This design comes from an exercise in tuning for small area, a short achievable clock period and few clock cycles per item on the open sky130 flow, not from production work. RTL that was checked went through simulation tests only; none was proved equivalent to the original. Power is estimated from default activity; no workload was simulated.

Design roce_pkt_gen_top, start of the top module:
module roce_pkt_gen_top (
  input  logic                    core_clk,
  input  logic                    core_aresetn,
  input  logic                    start_i,
  input  logic [47:0]             src_mac_i,
  input  logic [31:0]             src_ip_i,
  input  logic                    cfg_we_i,
  input  logic [2-1:0]    cfg_qp_i,
  input  logic [47:0]             cfg_mac_i,
  input  logic [31:0]             cfg_ip_i,
  input  logic [23:0]             cfg_psn_i,
  input  logic [512-1:0]      wqe_tdata_i,
  input  logic                    wqe_tvalid_i,
  input  logic                    tx_tready_i,
  output logic [512-1:0]      tx_tdata_o,
  output logic [64-1:0]  tx_tkeep_o,
  output logic                    tx_tvalid_o,
  output logic                    tx_tlast_o,
  output logic                    post_rd_wqe_o,
  output logic                    post_wr_wqe_o,
  output logic                    send_done_o,
  output logic                    read_done_o,
  output logic                    write_done_o
);
Size: ~2400 cells after synthesis, about 840 flip-flops, ~1300 I/O pins, roughly 33000 um^2 of cells after synthesis.
clock: 10.0 ns
lec_check: 0
cap_margin: 20
core_area: 10 10 450 450
die_area: 0 0 460 460
place_density: 0.75
slew_margin: 20
standard.sh (not shown) runs the stock make flow with config.mk's settings and CLKGATE_MAP_FILE= SYNTH_SCRIPT=/design/flow/synth_recipe.tcl, a recipe that flattens the netlist after the stock synthesis.
==> flow/flow/run.sh <==
#!/bin/bash
# The standard ORFS layout (standard.sh: standard synthesis, floorplan,
# placement, CTS, routing, finish), run with different optimisation settings:
#  - repair_timing aims for 6.6 ns of setup slack at the 10 ns clock, so that
#    the layout is sized for a short achieved period;
#  - every port still gets its own buffer, but the smallest one (buf_1);
#  - CTS clusters up to 24 sinks per clkbuf_16 leaf, without dummy loads.
# Each tool's full log is under orfs/logs/; the make output goes to
# flow_standard.log in this folder.
set -euo pipefail
export SETUP_SLACK_MARGIN=6.6
export BUFFER_PORTS_ARGS="-buffer_cell sky130_fd_sc_hd__buf_1"
export CTS_ARGS="-sink_clustering_enable -repair_clock_nets -dont_use_dummy_load -sink_clustering_size 24 -sink_clustering_max_diameter 120 -buf_list {sky130_fd_sc_hd__clkbuf_16} -root_buf sky130_fd_sc_hd__clkbuf_16"
bash standard.sh > flow_standard.log 2>&1
==> next run, changes <==
--- a/flow/design.v
+++ b/flow/design.v
@@ -170,16 +170,14 @@
   logic [4:0]  rcnt_q;      
   logic        pend_q;      
   logic        dfull_q;     
   logic        post_rd_q;
   logic        post_wr_q;
   logic [23:0] dqp_q;
   logic [23:0] dpsn_q;
-  logic        sip_ok_q;    
-  logic        ks_ok_q;
   logic cur_send, cur_read, accept, ld, same;
   assign cur_send = ~fcnt_q[4] & ~fcnt_q[3];
   assign cur_read = ~fcnt_q[4] &  fcnt_q[3];
   assign accept   = tvalid_q & tx_tready_i;
   assign ld       = ~tvalid_q | tx_tready_i;    
   assign same     = tvalid_q & ~last_q;         
   logic n_send, n_read, n_ok, start_frame;
@@ -243,34 +241,30 @@
                  wqe_tdata_i[(47+2)*8 +: 8]};
       dpsn_q <= {wqe_tdata_i[51*8 +: 8],
                  wqe_tdata_i[(51+1)*8 +: 8],
                  wqe_tdata_i[(51+2)*8 +: 8]};
     end
   end
   logic [1:0]  dsel;
-  logic [1:0]  sel0, sel1;
-  logic [3:0]  soh0, soh1, soh_d;
+  logic [1:0]  sel0, sel1, sel_d;
+  logic [3:0]  soh_d;
   logic [3:0]  soh_q;
-  logic [31:0] dip0, dip1, dip_d;
+  logic [31:0] dip_d;
   logic [31:0] dip_q;
   assign dsel  = arrive ? wqe_tdata_i[(47+2)*8 +: 2] : dqp_q[1:0];
   assign sel0  = n_send ? nf_q[1:0] : dsel;
   assign sel1  = (nf_q[4:3] == 2'b00 && nf_q[2:0] != 3'd7) ? nf_q[1:0] + 2'd1 : dsel;
+  assign sel_d = start_frame ? sel1 : sel0;
   always_comb begin
-    dip0 = '0;
-    dip1 = '0;
+    dip_d = '0;
     for (int e = 0; e < 4; e++) begin
-      soh0[e] = tbl_vld[e] & (sel0 == 2'(e));
-      soh1[e] = tbl_vld[e] & (sel1 == 2'(e));
-      dip0    = dip0 | ({32{soh0[e]}} & tbl_ctx[e*104 + 24 +: 32]);
-      dip1    = dip1 | ({32{soh1[e]}} & tbl_ctx[e*104 + 24 +: 32]);
+      soh_d[e] = tbl_vld[e] & (sel_d == 2'(e));
+      dip_d    = dip_d | ({32{soh_d[e]}} & tbl_ctx[e*104 + 24 +: 32]);
     end
   end
-  assign soh_d = start_frame ? soh1 : soh0;
-  assign dip_d = start_frame ? dip1 : dip0;
   always_ff @(posedge core_clk) begin
     soh_q <= soh_d;
     dip_q <= dip_d;
   end
   logic [47:0] rd_mac;
   logic [23:0] rd_psn;
   always_comb begin
@@ -280,14 +274,15 @@
       rd_mac = rd_mac | ({48{soh_q[e]}} & tbl_ctx[e*104 + 56 +: 48]);
       rd_psn = rd_psn | ({24{soh_q[e]}} & tbl_ctx[e*104 +: 24]);
     end
   end
   logic [15:0] csum_k, ks_x, ks_c, cs_x, cs_c;
   logic [31:0] sip_q;
   logic [15:0] ks_q;
+  logic        sip_ok_q, ks_ok_q;
   logic [15:0] csum;
   assign csum_k = n_send ? 16'h959b : n_read ? 16'h964f : 16'h954f;
   assign ks_x = csum_k ^ sip_q[31:16] ^ sip_q[15:0];
   assign ks_c = (csum_k & sip_q[31:16]) | (csum_k & sip_q[15:0]) | (sip_q[31:16] & sip_q[15:0]);
   always_ff @(posedge core_clk) begin
     sip_q <= src_ip_i;
     ks_q  <= oc_add(ks_x, {ks_c[14:0], ks_c[15]});
Cell area barely changes.
Total power falls slightly.
Fmax rises by a few percent.
Wire length rises by a few percent.
Final cell count is about the same.
Synthesized cell count falls by a few percent.
Die area is unchanged.
Global-route usage rises by 0.50 points.
Testbench counts after the change, summed over its fixed seeds: cycles 2,987, frames 768.
Only the layout flow was run in the first run of this note; the RTL was not checked for function there.

-- separate check: timing with driven ports --
In the flow no input, the clock included, has a driving cell. The finished layouts below were timed again as built, in two steps.
Step 1: set_driving_cell puts a clkbuf_16 on core_clk and a buf_2 on each other input, an assumption about the parent block.
Step 2 times the ports against the registers' clock, not the clock port: input delays grow and output delays shrink by t, the midpoint of the rising clock arrivals with the driver on.
a / b / c = ideal ports / drivers / drivers and shift; a / b = the first two.
run	t, ns	setup WS [ns]	pins driven straight from the clock port
the first run	0.717	6.476 / 6.412 / 5.811	1
the second run	0.688	6.569 / 6.490 / 5.917	1
After both steps every run listed still meets setup and hold. For the first run, which loses most, drivers alone change the setup slack by -0.064 ns; drivers and shift together by -0.665 ns.
